This is an optimization exercise on Yosys and OpenROAD, whose aim is small area, not a production implementation. In this exercise RTL edits were held to simulation tests only and were not proved equivalent to the original. Power figures rest on the tool's default switching activity, not on a simulated workload.

==> build 41: inputs <==
==> flow/design.v <==
`timescale 1ns/10ps
package sniff_pkg;
   typedef enum logic [7:0] {
      icmp = 8'd1,
      tcp  = 8'd6,
      udp  = 8'd17,
      sctp = 8'd132
   } ip_proto_t;
   typedef enum logic [2:0] {
      skip_hdr,      
      word2_ver,     
      word3_proto,   
      word4_ip,      
      word5_port,    
      payload        
   } parse_state_t;
   typedef struct packed {
      logic [32-1:0]   src_ip;
      logic [32-1:0]   dst_ip;
      logic [16-1:0] src_port;
      logic [16-1:0] dst_port;
      logic [16-1:0] length;
      logic [16-1:0] seq_hi;
   } tcp_flow_t;
endpackage
`timescale 1ns/10ps
module pkt_fifo (
   input  logic [2:0] d,       
   input  logic [2:0] sel,     
   output logic       y_n      
);
   assign y_n = !((d[0] && sel[0]) || (d[1] && sel[1]) || (d[2] && sel[2]));
endmodule
`timescale 1ns/10ps
module hdr_parser (
   input  logic                     clk,
   input  logic [64-1:0] hd,
   input  logic                     take_proto,
   input  logic                     take_word4,
   input  logic                     ld,
   input  logic                     keep,
   output logic [127:0]             flow_q
);
   logic [15:0]  len_q;
   logic [31:0]  src_ip_q;
   logic [15:0]  dst_hi_q;
   logic [127:0] flow_d;
   always_ff @(posedge clk) begin
      if (take_proto) begin
         len_q <= hd[63:48];
      end
      if (take_word4) begin
         src_ip_q <= hd[47:16];
         dst_hi_q <= hd[15:0];
      end
   end
   assign flow_d = {src_ip_q, dst_hi_q, hd[63:48], hd[47:32], hd[31:16], len_q, hd[15:0]};
   always_ff @(posedge clk) begin
      flow_q <= ({128{ld}} & flow_d) | ({128{keep}} & flow_q);
   end
endmodule
`timescale 1ns/10ps
module proto_stats (
   input  logic clk,
   input  logic reset,
   input  logic cin,      
   output logic q,        
   output logic cout      
);
   always_ff @(posedge clk) begin
      q <= !reset && (q ^ cin);
   end
   assign cout = cin && q;
endmodule
`timescale 1ns/10ps
module pkt_sniffer (
   input  logic                     clk,
   input  logic                     reset,
   input  logic [64-1:0] in_data,
   input  logic [8-1:0] in_ctrl,
   input  logic                     in_wr,
   output logic                     in_rdy,
   output logic [64-1:0] out_data,
   output logic [8-1:0] out_ctrl,
   output logic                     out_wr,
   input  logic                     out_rdy,
   output logic [16-1:0]  pkt_count,
   output logic [16-1:0]  tcp_count,
   output logic [16-1:0]  udp_count,
   output logic [16-1:0]  icmp_count,
   output logic [16-1:0]  sctp_count,
   output logic [32-1:0]   flow_src_ip,
   output logic [32-1:0]   flow_dst_ip,
   output logic [16-1:0] flow_src_port,
   output logic [16-1:0] flow_dst_port,
   output logic [16-1:0] flow_length,
   output logic [16-1:0] flow_seq_hi,
   output logic                     flow_valid
);
   localparam int W = 64 + 8;
   localparam int N = 6;    
   logic [W-1:0] mem [N];
   logic [2:0]   wp, rp;        
   logic         full;        
   logic [N-1:0] wsel, rsel;
   logic [W-1:0] head;
   logic         accept;
   function automatic logic [N-1:0] jdec(input logic [2:0] q);
      jdec[0] = !q[2] && !q[0];
      jdec[1] =  q[0] && !q[1];
      jdec[2] =  q[1] && !q[2];
      jdec[3] =  q[2] &&  q[0];
      jdec[4] =  q[1] && !q[0];
      jdec[5] =  q[2] && !q[1];
   endfunction
   assign wsel   = jdec(wp);
   assign rsel   = jdec(rp);
   assign in_rdy = !full;
   assign accept = ((wp != rp) || full) && out_rdy;
   assign out_wr = accept;
   for (genvar b = 0; b < W; b++) begin : g_rd
      logic lo_n, hi_n;
      pkt_fifo rd_lo (.d({mem[2][b], mem[1][b], mem[0][b]}), .sel(rsel[2:0]), .y_n(lo_n));
      pkt_fifo rd_hi (.d({mem[5][b], mem[4][b], mem[3][b]}), .sel(rsel[5:3]), .y_n(hi_n));
      assign head[b] = !(lo_n && hi_n);
   end
   assign out_data = head[W-1:8];
   assign out_ctrl = head[8-1:0];
   logic [N-1:0] we, keep;
   assign we   = wsel & {N{in_wr}};
   assign keep = ~we;
   always_ff @(posedge clk) begin
      for (int i = 0; i < N; i++) begin
         mem[i] <= ({W{we[i]}} & {in_data, in_ctrl}) | ({W{keep[i]}} & mem[i]);
      end
   end
   always_ff @(posedge clk) begin
      if (reset) begin
         wp   <= '0;
         rp   <= '0;
         full <= 1'b0;
      end else begin
         if (in_wr) begin
            wp <= {wp[1:0], !wp[2]};
         end
         if (accept) begin
            rp <= {rp[1:0], !rp[2]};
         end
         if (accept) begin
            full <= 1'b0;
         end else if (in_wr) begin
            full <= ({wp[1:0], !wp[2]} == rp);
         end
      end
   end
   logic [64-1:0] hd;
   logic                     hc_zero;
   sniff_pkg::parse_state_t  state, state_next;
   logic                     take_start, take_proto, take_word4, take_word5;
   assign hd      = out_data;
   assign hc_zero = (out_ctrl == '0);
   assign take_start = accept && (state == sniff_pkg::skip_hdr) && hc_zero;
   assign take_proto = accept && (state == sniff_pkg::word3_proto);
   assign take_word4 = accept && (state == sniff_pkg::word4_ip);
   assign take_word5 = accept && (state == sniff_pkg::word5_port);
   always_comb begin
      state_next = state;
      if (accept) begin
         case (state)
            sniff_pkg::skip_hdr:    if (hc_zero) state_next = sniff_pkg::word2_ver;
            sniff_pkg::word2_ver:   state_next = (hd[15:12] == 4'd4) ?
                                                 sniff_pkg::word3_proto : sniff_pkg::payload;
            sniff_pkg::word3_proto: state_next = (hd[7:0] == 8'd6) ?
                                                 sniff_pkg::word4_ip : sniff_pkg::payload;
            sniff_pkg::word4_ip:    state_next = sniff_pkg::word5_port;
            sniff_pkg::word5_port:  state_next = sniff_pkg::payload;
            sniff_pkg::payload:     if (!hc_zero) state_next = sniff_pkg::skip_hdr;
            default:                state_next = sniff_pkg::skip_hdr;
         endcase
      end
   end
   always_ff @(posedge clk) begin
      if (reset) begin
         state <= sniff_pkg::skip_hdr;
      end else begin
         state <= state_next;
      end
   end
   logic f_ld, f_keep;
   assign f_ld   = take_word5 && !reset;
   assign f_keep = !take_word5 && !reset;
   always_ff @(posedge clk) begin
      if (reset) begin
         flow_valid <= 1'b0;
      end else begin
         flow_valid <= take_word5;
      end
   end
   hdr_parser flow0 (
      .clk        (clk),
      .hd         (hd),
      .take_proto (take_proto),
      .take_word4 (take_word4),
      .ld         (f_ld),
      .keep       (f_keep),
      .flow_q     ({flow_src_ip, flow_dst_ip, flow_src_port, flow_dst_port, flow_length, flow_seq_hi})
   );
   logic is_tcp, is_udp, is_icmp, is_sctp;
   assign is_tcp  = take_proto && (hd[7:0] == 8'd6);
   assign is_udp  = take_proto && (hd[7:0] == 8'd17);
   assign is_icmp = take_proto && (hd[7:0] == 8'd1);
   assign is_sctp = take_proto && (hd[7:0] == 8'd132);
   logic [4:0][16:0] cnt_c;
   logic [4:0][15:0] cnt_q;
   assign {pkt_count, tcp_count, udp_count, icmp_count, sctp_count} = cnt_q;
   assign cnt_c[4][0] = take_start;
   assign cnt_c[3][0] = is_tcp;
   assign cnt_c[2][0] = is_udp;
   assign cnt_c[1][0] = is_icmp;
   assign cnt_c[0][0] = is_sctp;
   for (genvar k = 0; k < 5; k++) begin : g_cnt
      for (genvar b = 0; b < 16; b++) begin : g_bit
         proto_stats cb (
            .clk   (clk),
            .reset (reset),
            .cin   (cnt_c[k][b]),
            .q     (cnt_q[k][b]),
            .cout  (cnt_c[k][b+1])
         );
      end
   end
endmodule
==> flow/flow/run.sh <==
#!/bin/bash
# Standard layout with three changes: the smallest buffer on each port, a
# clock tree of clkbuf_8 without dummy loads, and every combinational cell
# of the synthesised netlist taken down to its smallest size before
# placement (repair and timing repair size up again where needed).
set -euo pipefail
ARGS=(
  "BUFFER_PORTS_ARGS=-buffer_cell sky130_fd_sc_hd__buf_1"
  "CTS_ARGS=-sink_clustering_enable -repair_clock_nets -dont_use_dummy_load -buf_list sky130_fd_sc_hd__clkbuf_8 -sink_buffer_max_cap_derate 1.0 -sink_clustering_size 16 -sink_clustering_max_diameter 80"
)
bash standard.sh "${ARGS[@]}" synth floorplan > orfs_synth_floorplan.log 2>&1
R=orfs/results/sky130hd/pkt_sniffer/base
IN_ODB=$R/2_floorplan.odb OUT_ODB=$R/2_floorplan.odb openroad -no_init -exit flow/downsize.tcl > downsize.log 2>&1
bash standard.sh "${ARGS[@]}" finish > orfs_finish.log 2>&1
==> flow/flow/downsize.tcl <==
# Downsize every combinational cell to the smallest variant of its function
read_db $::env(IN_ODB)
read_liberty /OpenROAD-flow-scripts/flow/platforms/sky130hd/lib/sky130_fd_sc_hd__tt_025C_1v80.lib
set db [ord::get_db]
set libs [$db getLibs]
# smallest master per base name
array set best {}
foreach lib $libs {
  foreach m [$lib getMasters] {
    set n [$m getName]
    if {[regexp {^(sky130_fd_sc_hd__[a-z0-9]+)_([0-9]+)$} $n -> base sz]} {
      set a [expr {[$m getWidth] * [$m getHeight]}]
      if {![info exists best($base)] || $a < [lindex $best($base) 1]} {
        set best($base) [list $n $a]
      }
    }
  }
}
set cnt 0

set block [[$db getChip] getBlock]
foreach inst [$block getInsts] {
  set m [$inst getMaster]
  set n [$m getName]
  if {![regexp {^(sky130_fd_sc_hd__([a-z0-9]+))_([0-9]+)$} $n -> base kind sz]} continue
  if {[regexp {^(df|edf|sdf|dl|sedf|tap|fill|decap|conb|diode|clkdly|dlygate|dlymetal|lpflow|probe)} $kind]} continue
  if {![info exists best($base)]} continue
  set bn [lindex $best($base) 0]
  if {$bn eq $n} continue
  set bm [$db findMaster $bn]
  if {[$bm getWidth] * [$bm getHeight] >= [$m getWidth] * [$m getHeight]} continue
  if {[catch {$inst swapMaster $bm} err]} { puts "fail $n -> $bn: $err"; continue }
  incr cnt
}
puts "downsized $cnt instances"
write_db $::env(OUT_ODB)
==> flow/standard.sh <==
#!/bin/bash
# synth_recipe.tcl (not shown) runs the flow's synth.tcl, then flattens the netlist and writes it again
# the make line also repeats each setting of config.mk as NAME=value (left out here)
make -C /OpenROAD-flow-scripts/flow DESIGN_CONFIG=/design/flow/config.mk WORK_HOME=/design/flow/orfs CLKGATE_MAP_FILE= SYNTH_SCRIPT=/design/flow/synth_recipe.tcl "${@:-finish}"
==> flow/config.mk <==
export PLATFORM = sky130hd
export DESIGN_NAME = pkt_sniffer
export DESIGN_NICKNAME = pkt_sniffer
export VERILOG_FILES = /design/flow/design.v
export SDC_FILE = /design/flow/constraint.sdc
export NUM_CORES = 4
export LEC_CHECK = 0
export CAP_MARGIN = 20
export CORE_MARGIN = 2
export CORE_UTILIZATION = 45
export SLEW_MARGIN = 20
export SYNTH_HIERARCHICAL = 1
==> flow/constraint.sdc <==
create_clock -name core_clock -period 6.0 [get_ports {clk}]
set_input_delay 1.2000 -clock core_clock [delete_from_list [all_inputs] [get_ports {clk}]]
set_output_delay 1.2000 -clock core_clock [all_outputs]
set_load 0.01 [all_outputs]
==> build 62: changes against build 41 <==
==> flow/design.v, changed modules only <==
module hdr_parser #(
   parameter int W = 1
) (
   input  logic         clk,
   input  logic         ld,
   input  logic         keep,
   input  logic [W-1:0] d,
   output logic [W-1:0] q
);
   always_ff @(posedge clk) begin
      q <= ({W{ld}} & d) | ({W{keep}} & q);
   end
endmodule
module proto_stats #(
   parameter bit ODD = 1'b0
) (
   input  logic clk,
   input  logic reset,
   input  logic run,      
   input  logic cin,      
   output logic q,        
   output logic cout      
);
   logic d;
   always_ff @(posedge clk) begin
      q <= d;
   end
   if (!ODD) begin : g_even
      logic c_n;
      sniff_nand2 u_c (.a(cin), .b(q), .y(c_n));
      sniff_o211a u_d (.a1(q), .a2(cin), .b(c_n), .c(run), .y(d));
      assign cout = c_n;
   end else begin : g_odd
      logic c, t;
      sniff_andn u_c (.a(q), .b(cin), .y(c));
      sniff_andn u_t (.a(cin), .b(q), .y(t));
      sniff_nor3 u_d (.a(reset), .b(c), .c(t), .y(d));
      assign cout = c;
   end
endmodule
module sniff_nand2 (input logic a, input logic b, output logic y);
   assign y = !(a && b);
endmodule
module sniff_o211a (input logic a1, input logic a2, input logic b, input logic c,
                    output logic y);
   assign y = (a1 || a2) && b && c;
endmodule
module sniff_andn (input logic a, input logic b, output logic y);
   assign y = a && !b;
endmodule
module sniff_nor3 (input logic a, input logic b, input logic c, output logic y);
   assign y = !(a || b || c);
endmodule
module pkt_sniffer (
   input  logic                     clk,
   input  logic                     reset,
   input  logic [64-1:0] in_data,
   input  logic [8-1:0] in_ctrl,
   input  logic                     in_wr,
   output logic                     in_rdy,
   output logic [64-1:0] out_data,
   output logic [8-1:0] out_ctrl,
   output logic                     out_wr,
   input  logic                     out_rdy,
   output logic [16-1:0]  pkt_count,
   output logic [16-1:0]  tcp_count,
   output logic [16-1:0]  udp_count,
   output logic [16-1:0]  icmp_count,
   output logic [16-1:0]  sctp_count,
   output logic [32-1:0]   flow_src_ip,
   output logic [32-1:0]   flow_dst_ip,
   output logic [16-1:0] flow_src_port,
   output logic [16-1:0] flow_dst_port,
   output logic [16-1:0] flow_length,
   output logic [16-1:0] flow_seq_hi,
   output logic                     flow_valid
);
   localparam int W = 64 + 8;
   localparam int N = 6;    
   logic [W-1:0] mem [N];
   logic [2:0]   wp, rp;        
   logic         full;        
   logic [N-1:0] wsel, rsel;
   logic [W-1:0] head;
   logic         accept;
   function automatic logic [N-1:0] jdec(input logic [2:0] q);
      jdec[0] = !q[2] && !q[0];
      jdec[1] =  q[0] && !q[1];
      jdec[2] =  q[1] && !q[2];
      jdec[3] =  q[2] &&  q[0];
      jdec[4] =  q[1] && !q[0];
      jdec[5] =  q[2] && !q[1];
   endfunction
   assign wsel   = jdec(wp);
   assign rsel   = jdec(rp);
   assign in_rdy = !full;
   assign accept = ((wp != rp) || full) && out_rdy;
   assign out_wr = accept;
   for (genvar b = 0; b < W; b++) begin : g_rd
      logic lo_n, hi_n;
      pkt_fifo rd_lo (.d({mem[2][b], mem[1][b], mem[0][b]}), .sel(rsel[2:0]), .y_n(lo_n));
      pkt_fifo rd_hi (.d({mem[5][b], mem[4][b], mem[3][b]}), .sel(rsel[5:3]), .y_n(hi_n));
      assign head[b] = !(lo_n && hi_n);
   end
   assign out_data = head[W-1:8];
   assign out_ctrl = head[8-1:0];
   logic [N-1:0] we, keep;
   assign we   = wsel & {N{in_wr}};
   assign keep = ~we;
   for (genvar i = 0; i < N; i++) begin : g_mem
      hdr_parser #(.W(W)) entry (
         .clk  (clk),
         .ld   (we[i]),
         .keep (keep[i]),
         .d    ({in_data, in_ctrl}),
         .q    (mem[i])
      );
   end
   always_ff @(posedge clk) begin
      if (reset) begin
         wp   <= '0;
         rp   <= '0;
         full <= 1'b0;
      end else begin
         if (in_wr) begin
            wp <= {wp[1:0], !wp[2]};
         end
         if (accept) begin
            rp <= {rp[1:0], !rp[2]};
         end
         if (accept) begin
            full <= 1'b0;
         end else if (in_wr) begin
            full <= ({wp[1:0], !wp[2]} == rp);
         end
      end
   end
   logic [64-1:0] hd;
   logic                     hc_zero;
   sniff_pkg::parse_state_t  state, state_next;
   logic                     take_start, take_proto, take_word4, take_word5;
   assign hd      = out_data;
   assign hc_zero = (out_ctrl == '0);
   assign take_start = accept && (state == sniff_pkg::skip_hdr) && hc_zero;
   assign take_proto = accept && (state == sniff_pkg::word3_proto);
   assign take_word4 = accept && (state == sniff_pkg::word4_ip);
   assign take_word5 = accept && (state == sniff_pkg::word5_port);
   always_comb begin
      state_next = state;
      if (accept) begin
         case (state)
            sniff_pkg::skip_hdr:    if (hc_zero) state_next = sniff_pkg::word2_ver;
            sniff_pkg::word2_ver:   state_next = (hd[15:12] == 4'd4) ?
                                                 sniff_pkg::word3_proto : sniff_pkg::payload;
            sniff_pkg::word3_proto: state_next = (hd[7:0] == 8'd6) ?
                                                 sniff_pkg::word4_ip : sniff_pkg::payload;
            sniff_pkg::word4_ip:    state_next = sniff_pkg::word5_port;
            sniff_pkg::word5_port:  state_next = sniff_pkg::payload;
            sniff_pkg::payload:     if (!hc_zero) state_next = sniff_pkg::skip_hdr;
            default:                state_next = sniff_pkg::skip_hdr;
         endcase
      end
   end
   always_ff @(posedge clk) begin
      if (reset) begin
         state <= sniff_pkg::skip_hdr;
      end else begin
         state <= state_next;
      end
   end
   logic f_ld, f_keep;
   assign f_ld   = take_word5 && !reset;
   assign f_keep = !take_word5 && !reset;
   always_ff @(posedge clk) begin
      if (reset) begin
         flow_valid <= 1'b0;
      end else begin
         flow_valid <= take_word5;
      end
   end
   logic [15:0]  len_q;
   logic [31:0]  src_ip_q;
   logic [15:0]  dst_hi_q;
   hdr_parser #(.W(16)) len0 (
      .clk (clk), .ld (take_proto), .keep (!take_proto),
      .d   (hd[63:48]), .q (len_q)
   );
   hdr_parser #(.W(48)) word4 (
      .clk (clk), .ld (take_word4), .keep (!take_word4),
      .d   (hd[47:0]), .q ({src_ip_q, dst_hi_q})
   );
   hdr_parser #(.W(128)) flow0 (
      .clk  (clk),
      .ld   (f_ld),
      .keep (f_keep),
      .d    ({src_ip_q, dst_hi_q, hd[63:48], hd[47:32], hd[31:16], len_q, hd[15:0]}),
      .q    ({flow_src_ip, flow_dst_ip, flow_src_port, flow_dst_port, flow_length, flow_seq_hi})
   );
   logic is_tcp, is_udp, is_icmp, is_sctp;
   assign is_tcp  = take_proto && (hd[7:0] == 8'd6);
   assign is_udp  = take_proto && (hd[7:0] == 8'd17);
   assign is_icmp = take_proto && (hd[7:0] == 8'd1);
   assign is_sctp = take_proto && (hd[7:0] == 8'd132);
   logic [4:0][16:0] cnt_c;
   logic [4:0][15:0] cnt_q;
   assign {pkt_count, tcp_count, udp_count, icmp_count, sctp_count} = cnt_q;
   assign cnt_c[4][0] = take_start;
   assign cnt_c[3][0] = is_tcp;
   assign cnt_c[2][0] = is_udp;
   assign cnt_c[1][0] = is_icmp;
   assign cnt_c[0][0] = is_sctp;
   for (genvar k = 0; k < 5; k++) begin : g_cnt
      for (genvar b = 0; b < 16; b++) begin : g_bit
         proto_stats #(.ODD(b % 2)) cb (
            .clk   (clk),
            .reset (reset),
            .run   (!reset),
            .cin   (cnt_c[k][b]),
            .q     (cnt_q[k][b]),
            .cout  (cnt_c[k][b+1])
         );
      end
   end
endmodule
==> trial 71: changes against build 41 <==
==> flow/design.v, changed modules only <==
module hdr_parser #(
   parameter int W = 1
) (
   input  logic         clk,
   input  logic         ld,
   input  logic         keep,
   input  logic [W-1:0] d,
   output logic [W-1:0] q
);
   always_ff @(posedge clk) begin
      q <= ({W{ld}} & d) | ({W{keep}} & q);
   end
endmodule
module proto_stats #(
   parameter bit ODD = 1'b0
) (
   input  logic clk,
   input  logic reset,
   input  logic run,      
   input  logic cin,      
   output logic q,        
   output logic cout      
);
   logic d;
   always_ff @(posedge clk) begin
      q <= d;
   end
   if (!ODD) begin : g_even
      logic c_n;
      sniff_nand2 u_c (.a(cin), .b(q), .y(c_n));
      sniff_o211a u_d (.a1(q), .a2(cin), .b(c_n), .c(run), .y(d));
      assign cout = c_n;
   end else begin : g_odd
      logic c, t;
      sniff_andn u_c (.a(q), .b(cin), .y(c));
      sniff_andn u_t (.a(cin), .b(q), .y(t));
      sniff_nor3 u_d (.a(reset), .b(c), .c(t), .y(d));
      assign cout = c;
   end
endmodule
module sniff_nand2 (input logic a, input logic b, output logic y);
   assign y = !(a && b);
endmodule
module sniff_o211a (input logic a1, input logic a2, input logic b, input logic c,
                    output logic y);
   assign y = (a1 || a2) && b && c;
endmodule
module sniff_andn (input logic a, input logic b, output logic y);
   assign y = a && !b;
endmodule
module sniff_nor3 (input logic a, input logic b, input logic c, output logic y);
   assign y = !(a || b || c);
endmodule
module pkt_sniffer (
   input  logic                     clk,
   input  logic                     reset,
   input  logic [64-1:0] in_data,
   input  logic [8-1:0] in_ctrl,
   input  logic                     in_wr,
   output logic                     in_rdy,
   output logic [64-1:0] out_data,
   output logic [8-1:0] out_ctrl,
   output logic                     out_wr,
   input  logic                     out_rdy,
   output logic [16-1:0]  pkt_count,
   output logic [16-1:0]  tcp_count,
   output logic [16-1:0]  udp_count,
   output logic [16-1:0]  icmp_count,
   output logic [16-1:0]  sctp_count,
   output logic [32-1:0]   flow_src_ip,
   output logic [32-1:0]   flow_dst_ip,
   output logic [16-1:0] flow_src_port,
   output logic [16-1:0] flow_dst_port,
   output logic [16-1:0] flow_length,
   output logic [16-1:0] flow_seq_hi,
   output logic                     flow_valid
);
   localparam int W = 64 + 8;
   localparam int N = 6;    
   logic [W-1:0] mem [N];
   logic [2:0]   wp, rp;        
   logic         full;        
   logic [N-1:0] wsel, rsel;
   logic [W-1:0] head;
   logic         accept;
   function automatic logic [N-1:0] jdec(input logic [2:0] q);
      jdec[0] = !q[2] && !q[0];
      jdec[1] =  q[0] && !q[1];
      jdec[2] =  q[1] && !q[2];
      jdec[3] =  q[2] &&  q[0];
      jdec[4] =  q[1] && !q[0];
      jdec[5] =  q[2] && !q[1];
   endfunction
   assign wsel   = jdec(wp);
   assign rsel   = jdec(rp);
   assign in_rdy = !full;
   assign accept = ((wp != rp) || full) && out_rdy;
   assign out_wr = accept;
   for (genvar b = 0; b < W; b++) begin : g_rd
      logic lo_n, hi_n;
      pkt_fifo rd_lo (.d({mem[2][b], mem[1][b], mem[0][b]}), .sel(rsel[2:0]), .y_n(lo_n));
      pkt_fifo rd_hi (.d({mem[5][b], mem[4][b], mem[3][b]}), .sel(rsel[5:3]), .y_n(hi_n));
      assign head[b] = !(lo_n && hi_n);
   end
   assign out_data = head[W-1:8];
   assign out_ctrl = head[8-1:0];
   logic [N-1:0] we, keep;
   assign we   = wsel & {N{in_wr}};
   assign keep = ~we;
   for (genvar i = 0; i < N; i++) begin : g_mem
      hdr_parser #(.W(W)) entry (
         .clk  (clk),
         .ld   (we[i]),
         .keep (keep[i]),
         .d    ({in_data, in_ctrl}),
         .q    (mem[i])
      );
   end
   always_ff @(posedge clk) begin
      if (reset) begin
         wp   <= '0;
         rp   <= '0;
         full <= 1'b0;
      end else begin
         if (in_wr) begin
            wp <= {wp[1:0], !wp[2]};
         end
         if (accept) begin
            rp <= {rp[1:0], !rp[2]};
         end
         if (accept) begin
            full <= 1'b0;
         end else if (in_wr) begin
            full <= ({wp[1:0], !wp[2]} == rp);
         end
      end
   end
   logic [64-1:0] hd;
   logic                     hc_zero;
   localparam logic [2:0] SKIP_HDR   = 3'd0;
   localparam logic [2:0] WORD2      = 3'd1;
   localparam logic [2:0] WORD3      = 3'd2;
   localparam logic [2:0] WORD4      = 3'd3;
   localparam logic [2:0] WORD5      = 3'd4;
   localparam logic [2:0] PAYLOAD    = 3'd5;
   localparam logic [2:0] PAYLOAD_FV = 3'd6;
   logic [2:0] state, state_next;
   logic       take_start, take_proto, take_word4, take_word5;
   assign hd      = out_data;
   assign hc_zero = (out_ctrl == '0);
   assign take_start = accept && (state == SKIP_HDR) && hc_zero;
   assign take_proto = accept && (state == WORD3);
   assign take_word4 = accept && (state == WORD4);
   assign take_word5 = accept && (state == WORD5);
   always_comb begin
      state_next = state;
      if (state == PAYLOAD_FV) begin
         state_next = PAYLOAD;
      end
      if (accept) begin
         case (state)
            SKIP_HDR:   if (hc_zero) state_next = WORD2;
            WORD2:      state_next = (hd[15:12] == 4'd4) ? WORD3 : PAYLOAD;
            WORD3:      state_next = (hd[7:0] == 8'd6) ? WORD4 : PAYLOAD;
            WORD4:      state_next = WORD5;
            WORD5:      state_next = PAYLOAD_FV;
            PAYLOAD, PAYLOAD_FV:
                        if (!hc_zero) state_next = SKIP_HDR;
            default:    state_next = SKIP_HDR;
         endcase
      end
   end
   always_ff @(posedge clk) begin
      if (reset) begin
         state <= SKIP_HDR;
      end else begin
         state <= state_next;
      end
   end
   assign flow_valid = (state == PAYLOAD_FV);
   logic f_ld, f_keep;
   assign f_ld   = take_word5 && !reset;
   assign f_keep = !take_word5 && !reset;
   logic [15:0]  len_q;
   logic [31:0]  src_ip_q;
   logic [15:0]  dst_hi_q;
   hdr_parser #(.W(16)) len0 (
      .clk (clk), .ld (take_proto), .keep (!take_proto),
      .d   (hd[63:48]), .q (len_q)
   );
   hdr_parser #(.W(48)) word4 (
      .clk (clk), .ld (take_word4), .keep (!take_word4),
      .d   (hd[47:0]), .q ({src_ip_q, dst_hi_q})
   );
   hdr_parser #(.W(128)) flow0 (
      .clk  (clk),
      .ld   (f_ld),
      .keep (f_keep),
      .d    ({src_ip_q, dst_hi_q, hd[63:48], hd[47:32], hd[31:16], len_q, hd[15:0]}),
      .q    ({flow_src_ip, flow_dst_ip, flow_src_port, flow_dst_port, flow_length, flow_seq_hi})
   );
   logic is_tcp, is_udp, is_icmp, is_sctp;
   assign is_tcp  = take_proto && (hd[7:0] == 8'd6);
   assign is_udp  = take_proto && (hd[7:0] == 8'd17);
   assign is_icmp = take_proto && (hd[7:0] == 8'd1);
   assign is_sctp = take_proto && (hd[7:0] == 8'd132);
   logic [4:0][16:0] cnt_c;
   logic [4:0][15:0] cnt_q;
   assign {pkt_count, tcp_count, udp_count, icmp_count, sctp_count} = cnt_q;
   assign cnt_c[4][0] = take_start;
   assign cnt_c[3][0] = is_tcp;
   assign cnt_c[2][0] = is_udp;
   assign cnt_c[1][0] = is_icmp;
   assign cnt_c[0][0] = is_sctp;
   for (genvar k = 0; k < 5; k++) begin : g_cnt
      for (genvar b = 0; b < 16; b++) begin : g_bit
         proto_stats #(.ODD(b % 2)) cb (
            .clk   (clk),
            .reset (reset),
            .run   (!reset),
            .cin   (cnt_c[k][b]),
            .q     (cnt_q[k][b]),
            .cout  (cnt_c[k][b+1])
         );
      end
   end
endmodule
==> run summary <==
quantity                                                                                 build 41                  build 62                  trial 71
Run status                                                               timing/DRC/antenna clean  timing/DRC/antenna clean  timing/DRC/antenna clean
Count of placed standard cells including taps                                                2454                      3004                      2997
Peak supply drop                                                                       0.000169 V                0.000162 V                0.000154 V
Layout clock buffer count                                                                      51                        51                        50
Antenna violations before repair                                                               15                        21                        15
Part of the power in the clock network                                                      26.7%                     24.0%                     23.8%
Most frequent cell after synthesis                                      sky130_fd_sc_hd__edfxtp_1  sky130_fd_sc_hd__dfxtp_1  sky130_fd_sc_hd__dfxtp_1
Synth Area in Simple Gates                                                                  6.69%                     8.74%                     8.91%
Startpoint of the worst setup timing path                                      rp[2]$_SDFFE_PP0N_        rp[1]$_SDFFE_PP0N_        rp[0]$_SDFFE_PP0N_
Area share of fa/ha/maj cells after synthesis                                               3.99%                        0%                        0%
Via count of the first global-routing pass                                                  13800                     18800                     18400
Most used flip-flop cell after synthesis                                sky130_fd_sc_hd__edfxtp_1  sky130_fd_sc_hd__dfxtp_1  sky130_fd_sc_hd__dfxtp_1
Most frequent standard cell in the layout excluding fill and tap cells  sky130_fd_sc_hd__edfxtp_1  sky130_fd_sc_hd__dfxtp_1  sky130_fd_sc_hd__dfxtp_1
Placed cell areas                                                                      26900 um^2                26000 um^2                25900 um^2
Data arrival at the endpoint of the critical path                                         6.20 ns                   6.07 ns                   6.04 ns
Std-Cell Rows                                                                                  86                        87                        87
Internal Power                                                                            6.30 mW                   6.73 mW                   6.71 mW
Num CTS Buffers                                                                                51                        51                        50
Synth area leader                                                       sky130_fd_sc_hd__edfxtp_1  sky130_fd_sc_hd__dfxtp_1  sky130_fd_sc_hd__dfxtp_1
Area added between synthesis and finish                                                     10.0%                     4.18%                     3.80%
Flip-flop and latch count                                                                     715                       715                       714
Fraction of the yosys area taken by sequential cells                                        76.9%                     55.7%                     55.7%
Critical-path top delay cell                                              sky130_fd_sc_hd__nor2_4  sky130_fd_sc_hd__dfxtp_1   sky130_fd_sc_hd__and2_4
Static leakage                                                                            9.58 nW                   10.8 nW                   10.7 nW
Parity-gate share of the synthesized area counting xor and xnor cells                      0.240%                    0.205%                    0.239%

-- afterwards: timing with drivers on the ports --
The results above use ideal ports. As a check the final layouts listed here were re-extracted and re-timed, cells and wires unchanged. Step 1, drivers: a clkbuf_16 drives clk and a buf_2 each remaining input, both assumed. Step 2 also shifts input and output timing later by t, the mid clock arrival at the registers, as if the neighbouring blocks saw the same clock. a / b / c = no drivers / after step 1 / after step 2; a / b = the first two.
run | shift t [ns] | setup WS [ns] | hold slack, ns | worst setup path after step 2 | clock arrival spread, ns
build 41 | 0.688 | 0.299 / 0.299 / 0.299 | 0.468 / 0.468 / 0.468 | register to register | 0.080 / 0.079
build 62 | 0.716 | 0.548 / 0.548 / 0.548 | 0.450 / 0.450 / 0.450 | register to register | 0.071 / 0.070
trial 71 | 0.723 | 0.539 / 0.539 / 0.539 | 0.476 / 0.476 / 0.476 | register to register | 0.030 / 0.030
After both steps every run listed still meets setup and hold.
